From an optimization exercise on the open Yosys and OpenROAD flow, aimed at a short achievable clock period and few clock cycles per item; shortcuts taken in it are not production practice. At most, simulation tests tie the RTL to the original design; equivalence was not proved. Power is estimated from default activity; no workload was simulated.

==> flow/design.v <==
`default_nettype none
module req_credit_fifo #(
    parameter int ADDR_W = 6,
    parameter int DATA_W = 32,
    parameter int LANES  = DATA_W / 8,
    parameter int DEPTH  = 2 ** ADDR_W
) (
    input  logic                   clk,
    input  logic                   rst,
    input  logic                   req_valid,
    input  logic [ADDR_W-1:0]      req_addr,
    input  logic [LANES-1:0]       req_be,
    input  logic [DATA_W-1:0]      req_wdata,
    output logic                   s_valid,    
    output logic [DEPTH-1:0]       s_sel,      
    output logic [DEPTH*LANES-1:0] s_we,       
    output logic [DATA_W-1:0]      s_wdata
);
    always_ff @(posedge clk) begin
        for (int i = 0; i < DEPTH; i++) begin
            s_sel[i] <= (req_addr == ADDR_W'(i));
            for (int l = 0; l < LANES; l++) begin
                s_we[i*LANES + l] <= req_valid && req_be[l] && (req_addr == ADDR_W'(i));
            end
        end
        s_wdata <= req_wdata;
    end
    always_ff @(posedge clk) begin
        if (rst) begin
            s_valid <= 1'b0;
        end else begin
            s_valid <= req_valid;
        end
    end
endmodule
`default_nettype wire
`default_nettype none
module wbe_sram #(
    parameter int ADDR_W = 6,
    parameter int DATA_W = 32,
    parameter int LANES  = DATA_W / 8,
    parameter int DEPTH  = 2 ** ADDR_W,
    parameter int GROUPS = 4
) (
    input  logic                     clk,
    input  logic [DEPTH-1:0]         sel,
    input  logic [DEPTH*LANES-1:0]   we,
    input  logic [DATA_W-1:0]        wdata,
    output logic [GROUPS*DATA_W-1:0] part
);
    localparam int PER_GROUP = DEPTH / GROUPS;
    logic [DATA_W-1:0] words [DEPTH];    
    for (genvar w = 0; w < DEPTH; w++) begin : g_word
        for (genvar l = 0; l < LANES; l++) begin : g_lane
            always_ff @(posedge clk) begin
                if (we[w*LANES + l]) begin
                    words[w][l*8 +: 8] <= wdata[l*8 +: 8];
                end
            end
        end
    end
    always_ff @(posedge clk) begin
        for (int g = 0; g < GROUPS; g++) begin
            logic [DATA_W-1:0] acc;
            acc = '0;
            for (int k = 0; k < PER_GROUP; k++) begin
                acc = acc | ({DATA_W{sel[g*PER_GROUP + k]}} & words[g*PER_GROUP + k]);
            end
            part[g*DATA_W +: DATA_W] <= acc;
        end
    end
endmodule
`default_nettype wire
`default_nettype none
module mem_issue_ctrl #(
    parameter int RSP_CREDITS = 2,
    parameter int DATA_W      = 32,
    parameter int GROUPS      = 4,
    parameter int QDEPTH      = 3
) (
    input  logic                     clk,
    input  logic                     rst,
    input  logic                     s_valid,    
    input  logic [GROUPS*DATA_W-1:0] part,       
    input  logic                     rsp_credit,
    output logic                     req_credit,
    output logic                     rsp_valid,
    output logic [DATA_W-1:0]        rsp_rdata
);
    localparam int CNT_W = $clog2(RSP_CREDITS + 1);
    localparam int QN_W  = $clog2(QDEPTH + 1);
    logic              r_valid;                  
    logic [DATA_W-1:0] r_data;
    logic              head_wait;                
    logic [DATA_W-1:0] head_keep;                
    logic [DATA_W-1:0] head_nxt;
    logic [DATA_W-1:0] q_data [QDEPTH];          
    logic [QN_W-1:0]   q_cnt;
    logic [CNT_W-1:0]  slots_left;               
    logic              head_free;
    logic              head_valid_nxt;
    logic              send_nxt;
    always_comb begin
        r_data = '0;
        for (int g = 0; g < GROUPS; g++) begin
            r_data = r_data | part[g*DATA_W +: DATA_W];
        end
    end
    assign head_free      = !head_wait;
    assign head_valid_nxt = head_wait || (q_cnt != '0) || r_valid;
    assign send_nxt       = head_valid_nxt && ((slots_left != '0) || rsp_credit);
    assign req_credit = rsp_valid;
    assign head_nxt = (q_cnt != '0) ? q_data[0] : r_data;
    always_ff @(posedge clk) begin
        rsp_rdata <= head_free ? head_nxt : head_keep;
        if (head_free && head_valid_nxt) begin
            head_keep <= head_nxt;
        end
        for (int k = 0; k < QDEPTH; k++) begin
            if (head_free && q_cnt != '0) begin
                if (r_valid && q_cnt == QN_W'(k + 1)) begin
                    q_data[k] <= r_data;
                end else if (k + 1 < QDEPTH) begin
                    q_data[k] <= q_data[k + 1];
                end
            end else if (!head_free && r_valid && q_cnt == QN_W'(k)) begin
                q_data[k] <= r_data;
            end
        end
    end
    always_ff @(posedge clk) begin
        if (rst) begin
            r_valid    <= 1'b0;
            head_wait  <= 1'b0;
            q_cnt      <= '0;
            slots_left <= CNT_W'(RSP_CREDITS);
            rsp_valid  <= 1'b0;
        end else begin
            r_valid    <= s_valid;
            head_wait  <= head_valid_nxt && !send_nxt;
            if (head_free) begin
                if (q_cnt != '0 && !r_valid) q_cnt <= q_cnt - 1'b1;
            end else if (r_valid) begin
                q_cnt <= q_cnt + 1'b1;
            end
            slots_left <= slots_left + CNT_W'(rsp_credit) - CNT_W'(send_nxt);
            rsp_valid  <= send_nxt;
        end
    end
endmodule
`default_nettype wire
`default_nettype none
module wbe_mem_top #(
    parameter int ADDR_W      = 6,
    parameter int DATA_W      = 32,
    parameter int REQ_DEPTH   = 4,
    parameter int RSP_CREDITS = 2,
    parameter int LANES       = DATA_W / 8
) (
    input  logic              clk,
    input  logic              rst,
    input  logic              req_valid,
    input  logic [ADDR_W-1:0] req_addr,
    input  logic [LANES-1:0]  req_be,
    input  logic [DATA_W-1:0] req_wdata,
    input  logic              rsp_credit,
    output logic              req_credit,
    output logic              rsp_valid,
    output logic [DATA_W-1:0] rsp_rdata
);
    localparam int DEPTH  = 2 ** ADDR_W;
    localparam int GROUPS = 4;
    logic                     s_valid;
    logic [DEPTH-1:0]         s_sel;
    logic [DEPTH*LANES-1:0]   s_we;
    logic [DATA_W-1:0]        s_wdata;
    logic [GROUPS*DATA_W-1:0] part;
    req_credit_fifo #(
        .ADDR_W (ADDR_W),
        .DATA_W (DATA_W)
    ) u_fifo (
        .clk       (clk),
        .rst       (rst),
        .req_valid (req_valid),
        .req_addr  (req_addr),
        .req_be    (req_be),
        .req_wdata (req_wdata),
        .s_valid   (s_valid),
        .s_sel     (s_sel),
        .s_we      (s_we),
        .s_wdata   (s_wdata)
    );
    wbe_sram #(
        .ADDR_W (ADDR_W),
        .DATA_W (DATA_W),
        .GROUPS (GROUPS)
    ) u_sram (
        .clk   (clk),
        .sel   (s_sel),
        .we    (s_we),
        .wdata (s_wdata),
        .part  (part)
    );
    mem_issue_ctrl #(
        .RSP_CREDITS (RSP_CREDITS),
        .DATA_W      (DATA_W),
        .GROUPS      (GROUPS),
        .QDEPTH      (REQ_DEPTH - 1)
    ) u_ctrl (
        .clk        (clk),
        .rst        (rst),
        .s_valid    (s_valid),
        .part       (part),
        .rsp_credit (rsp_credit),
        .req_credit (req_credit),
        .rsp_valid  (rsp_valid),
        .rsp_rdata  (rsp_rdata)
    );
endmodule
`default_nettype wire
==> flow/config.mk <==
export PLATFORM = sky130hd
export DESIGN_NAME = wbe_mem_top
export DESIGN_NICKNAME = wbe_mem_top
export VERILOG_FILES = /design/flow/design.v
export SDC_FILE = /design/flow/constraint.sdc
export NUM_CORES = 4
export LEC_CHECK = 0
export ABC_CLOCK_PERIOD_IN_PS = 2000
export CAP_MARGIN = 20
export CORE_MARGIN = 2
export CORE_UTILIZATION = 65
export CTS_CLUSTER_DIAMETER = 100
export CTS_CLUSTER_SIZE = 28
export PLACE_DENSITY = 0.75
export SETUP_SLACK_MARGIN = 2.3
export SLEW_MARGIN = 20
==> flow/constraint.sdc <==
create_clock -name core_clock -period 4.3 [get_ports {clk}]
set_input_delay 0.8600 -clock core_clock [delete_from_list [all_inputs] [get_ports {clk}]]
set_output_delay 0.8600 -clock core_clock [all_outputs]
set_load 0.01 [all_outputs]
run.sh (not shown) runs the stock make flow with config.mk's settings and CLKGATE_MAP_FILE= SYNTH_SCRIPT=/design/flow/synth_recipe.tcl, a recipe that flattens the netlist after the stock synthesis.
==> next run, changes <==
--- a/flow/design.v
+++ b/flow/design.v
@@ -2,30 +2,28 @@
 module req_credit_fifo #(
     parameter int ADDR_W = 6,
     parameter int DATA_W = 32,
     parameter int LANES  = DATA_W / 8,
     parameter int DEPTH  = 2 ** ADDR_W
 ) (
-    input  logic                   clk,
-    input  logic                   rst,
-    input  logic                   req_valid,
-    input  logic [ADDR_W-1:0]      req_addr,
-    input  logic [LANES-1:0]       req_be,
-    input  logic [DATA_W-1:0]      req_wdata,
-    output logic                   s_valid,    
-    output logic [DEPTH-1:0]       s_sel,      
-    output logic [DEPTH*LANES-1:0] s_we,       
-    output logic [DATA_W-1:0]      s_wdata
+    input  logic              clk,
+    input  logic              rst,
+    input  logic              req_valid,
+    input  logic [ADDR_W-1:0] req_addr,
+    input  logic [LANES-1:0]  req_be,
+    input  logic [DATA_W-1:0] req_wdata,
+    output logic              s_valid,    
+    output logic [DEPTH-1:0]  s_sel,      
+    output logic [LANES-1:0]  s_be,       
+    output logic [DATA_W-1:0] s_wdata
 );
     always_ff @(posedge clk) begin
         for (int i = 0; i < DEPTH; i++) begin
             s_sel[i] <= (req_addr == ADDR_W'(i));
-            for (int l = 0; l < LANES; l++) begin
-                s_we[i*LANES + l] <= req_valid && req_be[l] && (req_addr == ADDR_W'(i));
-            end
-        end
+        end
+        s_be    <= req_be & {LANES{req_valid}};
         s_wdata <= req_wdata;
     end
     always_ff @(posedge clk) begin
         if (rst) begin
             s_valid <= 1'b0;
         end else begin
@@ -41,22 +39,22 @@
     parameter int LANES  = DATA_W / 8,
     parameter int DEPTH  = 2 ** ADDR_W,
     parameter int GROUPS = 4
 ) (
     input  logic                     clk,
     input  logic [DEPTH-1:0]         sel,
-    input  logic [DEPTH*LANES-1:0]   we,
+    input  logic [LANES-1:0]         be,
     input  logic [DATA_W-1:0]        wdata,
     output logic [GROUPS*DATA_W-1:0] part
 );
     localparam int PER_GROUP = DEPTH / GROUPS;
     logic [DATA_W-1:0] words [DEPTH];    
     for (genvar w = 0; w < DEPTH; w++) begin : g_word
         for (genvar l = 0; l < LANES; l++) begin : g_lane
             always_ff @(posedge clk) begin
-                if (we[w*LANES + l]) begin
+                if (sel[w] && be[l]) begin
                     words[w][l*8 +: 8] <= wdata[l*8 +: 8];
                 end
             end
         end
     end
     always_ff @(posedge clk) begin
@@ -88,30 +86,30 @@
     output logic [DATA_W-1:0]        rsp_rdata
 );
     localparam int CNT_W = $clog2(RSP_CREDITS + 1);
     localparam int QN_W  = $clog2(QDEPTH + 1);
     logic              r_valid;                  
     logic [DATA_W-1:0] r_data;
-    logic              head_wait;                
+    logic              head_valid;               
     logic [DATA_W-1:0] head_keep;                
     logic [DATA_W-1:0] head_nxt;
     logic [DATA_W-1:0] q_data [QDEPTH];          
     logic [QN_W-1:0]   q_cnt;
-    logic [CNT_W-1:0]  slots_left;               
+    logic [CNT_W-1:0]  slots;                    
     logic              head_free;
     logic              head_valid_nxt;
-    logic              send_nxt;
+    logic              slot_left;
     always_comb begin
         r_data = '0;
         for (int g = 0; g < GROUPS; g++) begin
             r_data = r_data | part[g*DATA_W +: DATA_W];
         end
     end
-    assign head_free      = !head_wait;
-    assign head_valid_nxt = head_wait || (q_cnt != '0) || r_valid;
-    assign send_nxt       = head_valid_nxt && ((slots_left != '0) || rsp_credit);
+    assign head_free      = !head_valid || rsp_valid;
+    assign head_valid_nxt = !head_free || (q_cnt != '0) || r_valid;
+    assign slot_left      = (slots != CNT_W'(rsp_valid));
     assign req_credit = rsp_valid;
     assign head_nxt = (q_cnt != '0) ? q_data[0] : r_data;
     always_ff @(posedge clk) begin
         rsp_rdata <= head_free ? head_nxt : head_keep;
         if (head_free && head_valid_nxt) begin
             head_keep <= head_nxt;
@@ -128,26 +126,26 @@
             end
         end
     end
     always_ff @(posedge clk) begin
         if (rst) begin
             r_valid    <= 1'b0;
-            head_wait  <= 1'b0;
+            head_valid <= 1'b0;
             q_cnt      <= '0;
-            slots_left <= CNT_W'(RSP_CREDITS);
+            slots      <= CNT_W'(RSP_CREDITS);
             rsp_valid  <= 1'b0;
         end else begin
             r_valid    <= s_valid;
-            head_wait  <= head_valid_nxt && !send_nxt;
+            head_valid <= head_valid_nxt;
             if (head_free) begin
                 if (q_cnt != '0 && !r_valid) q_cnt <= q_cnt - 1'b1;
             end else if (r_valid) begin
                 q_cnt <= q_cnt + 1'b1;
             end
-            slots_left <= slots_left + CNT_W'(rsp_credit) - CNT_W'(send_nxt);
-            rsp_valid  <= send_nxt;
+            slots     <= slots - CNT_W'(rsp_valid) + CNT_W'(rsp_credit);
+            rsp_valid <= head_valid_nxt && (slot_left || rsp_credit);
         end
     end
 endmodule
 `default_nettype wire
 `default_nettype none
 module wbe_mem_top #(
@@ -169,13 +167,13 @@
     output logic [DATA_W-1:0] rsp_rdata
 );
     localparam int DEPTH  = 2 ** ADDR_W;
     localparam int GROUPS = 4;
     logic                     s_valid;
     logic [DEPTH-1:0]         s_sel;
-    logic [DEPTH*LANES-1:0]   s_we;
+    logic [LANES-1:0]         s_be;
     logic [DATA_W-1:0]        s_wdata;
     logic [GROUPS*DATA_W-1:0] part;
     req_credit_fifo #(
         .ADDR_W (ADDR_W),
         .DATA_W (DATA_W)
     ) u_fifo (
@@ -184,23 +182,23 @@
         .req_valid (req_valid),
         .req_addr  (req_addr),
         .req_be    (req_be),
         .req_wdata (req_wdata),
         .s_valid   (s_valid),
         .s_sel     (s_sel),
-        .s_we      (s_we),
+        .s_be      (s_be),
         .s_wdata   (s_wdata)
     );
     wbe_sram #(
         .ADDR_W (ADDR_W),
         .DATA_W (DATA_W),
         .GROUPS (GROUPS)
     ) u_sram (
         .clk   (clk),
         .sel   (s_sel),
-        .we    (s_we),
+        .be    (s_be),
         .wdata (s_wdata),
         .part  (part)
     );
     mem_issue_ctrl #(
         .RSP_CREDITS (RSP_CREDITS),
         .DATA_W      (DATA_W),
Global-route usage is lower by 1.7 points.
Hold slack barely changes.
Sequential power shrinks by 8.7%.
Wire length goes down by 9.0%.
Final cell count is lower by 5.2%.
Testbench counts after the change, summed over its fixed seeds: cycles 4,120, items 4,096.
The RTL of the first run of this note was laid out without a check of its function.


Setup of main:
Another version of the RTL of wbe_mem_top (not shown whole).
For scale: ~2800 flip-flops, ~80 I/O pins.
==> module req_credit_fifo, before the edit <==
module req_credit_fifo #(
    parameter int ADDR_W = 6,
    parameter int DATA_W = 32,
    parameter int LANES  = DATA_W / 8,
    parameter int DEPTH  = 2 ** ADDR_W
) (
    input  logic                   clk,
    input  logic                   rst,
    input  logic                   req_valid,
    input  logic [ADDR_W-1:0]      req_addr,
    input  logic [LANES-1:0]       req_be,
    input  logic [DATA_W-1:0]      req_wdata,
    output logic                   s_valid,    
    output logic [DEPTH-1:0]       s_sel,      
    output logic [DEPTH*LANES-1:0] s_we,       
    output logic [DATA_W-1:0]      s_wdata
);
    always_ff @(posedge clk) begin
        for (int i = 0; i < DEPTH; i++) begin
            s_sel[i] <= (req_addr == ADDR_W'(i));
            for (int l = 0; l < LANES; l++) begin
                s_we[i*LANES + l] <= req_valid && req_be[l] && (req_addr == ADDR_W'(i));
            end
        end
        s_wdata <= req_wdata;
    end
    always_ff @(posedge clk) begin
        if (rst) begin
            s_valid <= 1'b0;
        end else begin
            s_valid <= req_valid;
        end
    end
endmodule
==> module wbe_sram, before the edit <==
module wbe_sram #(
    parameter int ADDR_W = 6,
    parameter int DATA_W = 32,
    parameter int LANES  = DATA_W / 8,
    parameter int DEPTH  = 2 ** ADDR_W,
    parameter int GROUPS = 4
) (
    input  logic                     clk,
    input  logic [DEPTH-1:0]         sel,
    input  logic [DEPTH*LANES-1:0]   we,
    input  logic [DATA_W-1:0]        wdata,
    output logic [GROUPS*DATA_W-1:0] part
);
    localparam int PER_GROUP = DEPTH / GROUPS;
    logic [DATA_W-1:0] words [DEPTH];    
    for (genvar w = 0; w < DEPTH; w++) begin : g_word
        for (genvar l = 0; l < LANES; l++) begin : g_lane
            always_ff @(posedge clk) begin
                if (we[w*LANES + l]) begin
                    words[w][l*8 +: 8] <= wdata[l*8 +: 8];
                end
            end
        end
    end
    always_ff @(posedge clk) begin
        for (int g = 0; g < GROUPS; g++) begin
            logic [DATA_W-1:0] acc;
            acc = '0;
            for (int k = 0; k < PER_GROUP; k++) begin
                acc = acc | ({DATA_W{sel[g*PER_GROUP + k]}} & words[g*PER_GROUP + k]);
            end
            part[g*DATA_W +: DATA_W] <= acc;
        end
    end
endmodule
==> module wbe_mem_top, before the edit <==
module wbe_mem_top #(
    parameter int ADDR_W      = 6,
    parameter int DATA_W      = 32,
    parameter int REQ_DEPTH   = 4,
    parameter int RSP_CREDITS = 2,
    parameter int LANES       = DATA_W / 8
) (
    input  logic              clk,
    input  logic              rst,
    input  logic              req_valid,
    input  logic [ADDR_W-1:0] req_addr,
    input  logic [LANES-1:0]  req_be,
    input  logic [DATA_W-1:0] req_wdata,
    input  logic              rsp_credit,
    output logic              req_credit,
    output logic              rsp_valid,
    output logic [DATA_W-1:0] rsp_rdata
);
    localparam int DEPTH  = 2 ** ADDR_W;
    localparam int GROUPS = 8;
    logic                     s_valid;
    logic [DEPTH-1:0]         s_sel;
    logic [DEPTH*LANES-1:0]   s_we;
    logic [DATA_W-1:0]        s_wdata;
    logic [GROUPS*DATA_W-1:0] part;
    req_credit_fifo #(
        .ADDR_W (ADDR_W),
        .DATA_W (DATA_W)
    ) u_fifo (
        .clk       (clk),
        .rst       (rst),
        .req_valid (req_valid),
        .req_addr  (req_addr),
        .req_be    (req_be),
        .req_wdata (req_wdata),
        .s_valid   (s_valid),
        .s_sel     (s_sel),
        .s_we      (s_we),
        .s_wdata   (s_wdata)
    );
    wbe_sram #(
        .ADDR_W (ADDR_W),
        .DATA_W (DATA_W),
        .GROUPS (GROUPS)
    ) u_sram (
        .clk   (clk),
        .sel   (s_sel),
        .we    (s_we),
        .wdata (s_wdata),
        .part  (part)
    );
    mem_issue_ctrl #(
        .RSP_CREDITS (RSP_CREDITS),
        .DATA_W      (DATA_W),
        .GROUPS      (GROUPS),
        .QDEPTH      (REQ_DEPTH - 1)
    ) u_ctrl (
        .clk        (clk),
        .rst        (rst),
        .s_valid    (s_valid),
        .part       (part),
        .rsp_credit (rsp_credit),
        .req_credit (req_credit),
        .rsp_valid  (rsp_valid),
        .rsp_rdata  (rsp_rdata)
    );
endmodule
Settings: LEC_CHECK=0, ABC_CLOCK_PERIOD_IN_PS=2000, CAP_MARGIN=20, CORE_MARGIN=2, CORE_UTILIZATION=65, CTS_CLUSTER_DIAMETER=100, CTS_CLUSTER_SIZE=28, PLACE_DENSITY=0.75, SETUP_SLACK_MARGIN=2.3, SLEW_MARGIN=20; clock period 4.3 ns.
The inputs of the feature branch differ from those of main as listed below.
--- a/flow/design.v
+++ b/flow/design.v
@@ -2,30 +2,28 @@
 module req_credit_fifo #(
     parameter int ADDR_W = 6,
     parameter int DATA_W = 32,
     parameter int LANES  = DATA_W / 8,
     parameter int DEPTH  = 2 ** ADDR_W
 ) (
-    input  logic                   clk,
-    input  logic                   rst,
-    input  logic                   req_valid,
-    input  logic [ADDR_W-1:0]      req_addr,
-    input  logic [LANES-1:0]       req_be,
-    input  logic [DATA_W-1:0]      req_wdata,
-    output logic                   s_valid,    
-    output logic [DEPTH-1:0]       s_sel,      
-    output logic [DEPTH*LANES-1:0] s_we,       
-    output logic [DATA_W-1:0]      s_wdata
+    input  logic              clk,
+    input  logic              rst,
+    input  logic              req_valid,
+    input  logic [ADDR_W-1:0] req_addr,
+    input  logic [LANES-1:0]  req_be,
+    input  logic [DATA_W-1:0] req_wdata,
+    output logic              s_valid,    
+    output logic [DEPTH-1:0]  s_sel,      
+    output logic [LANES-1:0]  s_be,       
+    output logic [DATA_W-1:0] s_wdata
 );
     always_ff @(posedge clk) begin
         for (int i = 0; i < DEPTH; i++) begin
             s_sel[i] <= (req_addr == ADDR_W'(i));
-            for (int l = 0; l < LANES; l++) begin
-                s_we[i*LANES + l] <= req_valid && req_be[l] && (req_addr == ADDR_W'(i));
-            end
-        end
+        end
+        s_be    <= req_be & {LANES{req_valid}};
         s_wdata <= req_wdata;
     end
     always_ff @(posedge clk) begin
         if (rst) begin
             s_valid <= 1'b0;
         end else begin
@@ -41,22 +39,22 @@
     parameter int LANES  = DATA_W / 8,
     parameter int DEPTH  = 2 ** ADDR_W,
     parameter int GROUPS = 4
 ) (
     input  logic                     clk,
     input  logic [DEPTH-1:0]         sel,
-    input  logic [DEPTH*LANES-1:0]   we,
+    input  logic [LANES-1:0]         be,
     input  logic [DATA_W-1:0]        wdata,
     output logic [GROUPS*DATA_W-1:0] part
 );
     localparam int PER_GROUP = DEPTH / GROUPS;
     logic [DATA_W-1:0] words [DEPTH];    
     for (genvar w = 0; w < DEPTH; w++) begin : g_word
         for (genvar l = 0; l < LANES; l++) begin : g_lane
             always_ff @(posedge clk) begin
-                if (we[w*LANES + l]) begin
+                if (sel[w] && be[l]) begin
                     words[w][l*8 +: 8] <= wdata[l*8 +: 8];
                 end
             end
         end
     end
     always_ff @(posedge clk) begin
@@ -166,16 +164,16 @@
     input  logic              rsp_credit,
     output logic              req_credit,
     output logic              rsp_valid,
     output logic [DATA_W-1:0] rsp_rdata
 );
     localparam int DEPTH  = 2 ** ADDR_W;
-    localparam int GROUPS = 8;
+    localparam int GROUPS = 4;
     logic                     s_valid;
     logic [DEPTH-1:0]         s_sel;
-    logic [DEPTH*LANES-1:0]   s_we;
+    logic [LANES-1:0]         s_be;
     logic [DATA_W-1:0]        s_wdata;
     logic [GROUPS*DATA_W-1:0] part;
     req_credit_fifo #(
         .ADDR_W (ADDR_W),
         .DATA_W (DATA_W)
     ) u_fifo (
@@ -184,23 +182,23 @@
         .req_valid (req_valid),
         .req_addr  (req_addr),
         .req_be    (req_be),
         .req_wdata (req_wdata),
         .s_valid   (s_valid),
         .s_sel     (s_sel),
-        .s_we      (s_we),
+        .s_be      (s_be),
         .s_wdata   (s_wdata)
     );
     wbe_sram #(
         .ADDR_W (ADDR_W),
         .DATA_W (DATA_W),
         .GROUPS (GROUPS)
     ) u_sram (
         .clk   (clk),
         .sel   (s_sel),
-        .we    (s_we),
+        .be    (s_be),
         .wdata (s_wdata),
         .part  (part)
     );
     mem_issue_ctrl #(
         .RSP_CREDITS (RSP_CREDITS),
         .DATA_W      (DATA_W),
Results
The feature branch | stages: all done | timing, DRC, antenna: all pass. Summary of the feature branch over main: number of clock buffers in the layout -28; headroom to the max-slew limit went up 6.9 points. Going from main to the feature branch, static leakage shows a reduction of about 8%; tapcell count lost about 7%; post-route worst setup slack saw an increase; routed wire length per instance fell by about 1.2%; filler cell count fell 804. On total number of H-tree levels, the feature branch and main are neck and neck. Ff count | the feature branch vs main | the feature branch lower. Delta (the feature branch minus main): number of post-CTS setup repair buffers has decreased; mapped cell area now smaller; non-filler instance count after layout fell by 12%. main → the feature branch: net switching power lost 0.0013 W, die area lost 7.2%.
Testbench counts of the feature branch, summed over its fixed seeds: cycles 4,120, items 4,096.
The RTL of main was laid out without a check of its function.

re-timing with driven ports:
No port has a modelled driver above. Below, the same layouts with a new extraction and two added sets of constraints.
Step 1 sets driving cells, clkbuf_16 on the clock port and buf_2 on the other inputs (assumed; they add their load-dependent delay and slew).
Step 2 adds t to the input delays and takes it off the output delays; t is the mean of the earliest and latest rising clock arrival at the registers after step 1. Input paths then give back, and output paths get back, about the clock's delay inside the block.
Three values: ideal ports, drivers, drivers and shift; two values: the first two.
run | t (ns) | slack for setup (ns) | worst setup path at the end | worst data-port slew with drivers (ns)
the first run of note 1 | 0.830 | 2.214 / 2.137 / 1.407 | input to register | 0.23
the second run of note 1 | 0.834 | 2.194 / 2.111 / 1.856 | input to register | 0.15
main | 0.854 | 2.094 / 2.014 / 1.501 | input to register | 0.12
the feature branch | 0.828 | 2.199 / 2.126 / 1.581 | input to register | 0.20
After both steps every run listed still meets setup and hold. The setup slack of the first run of note 1, which loses most, moves by -0.077 ns with the drivers and by -0.807 ns with both steps.
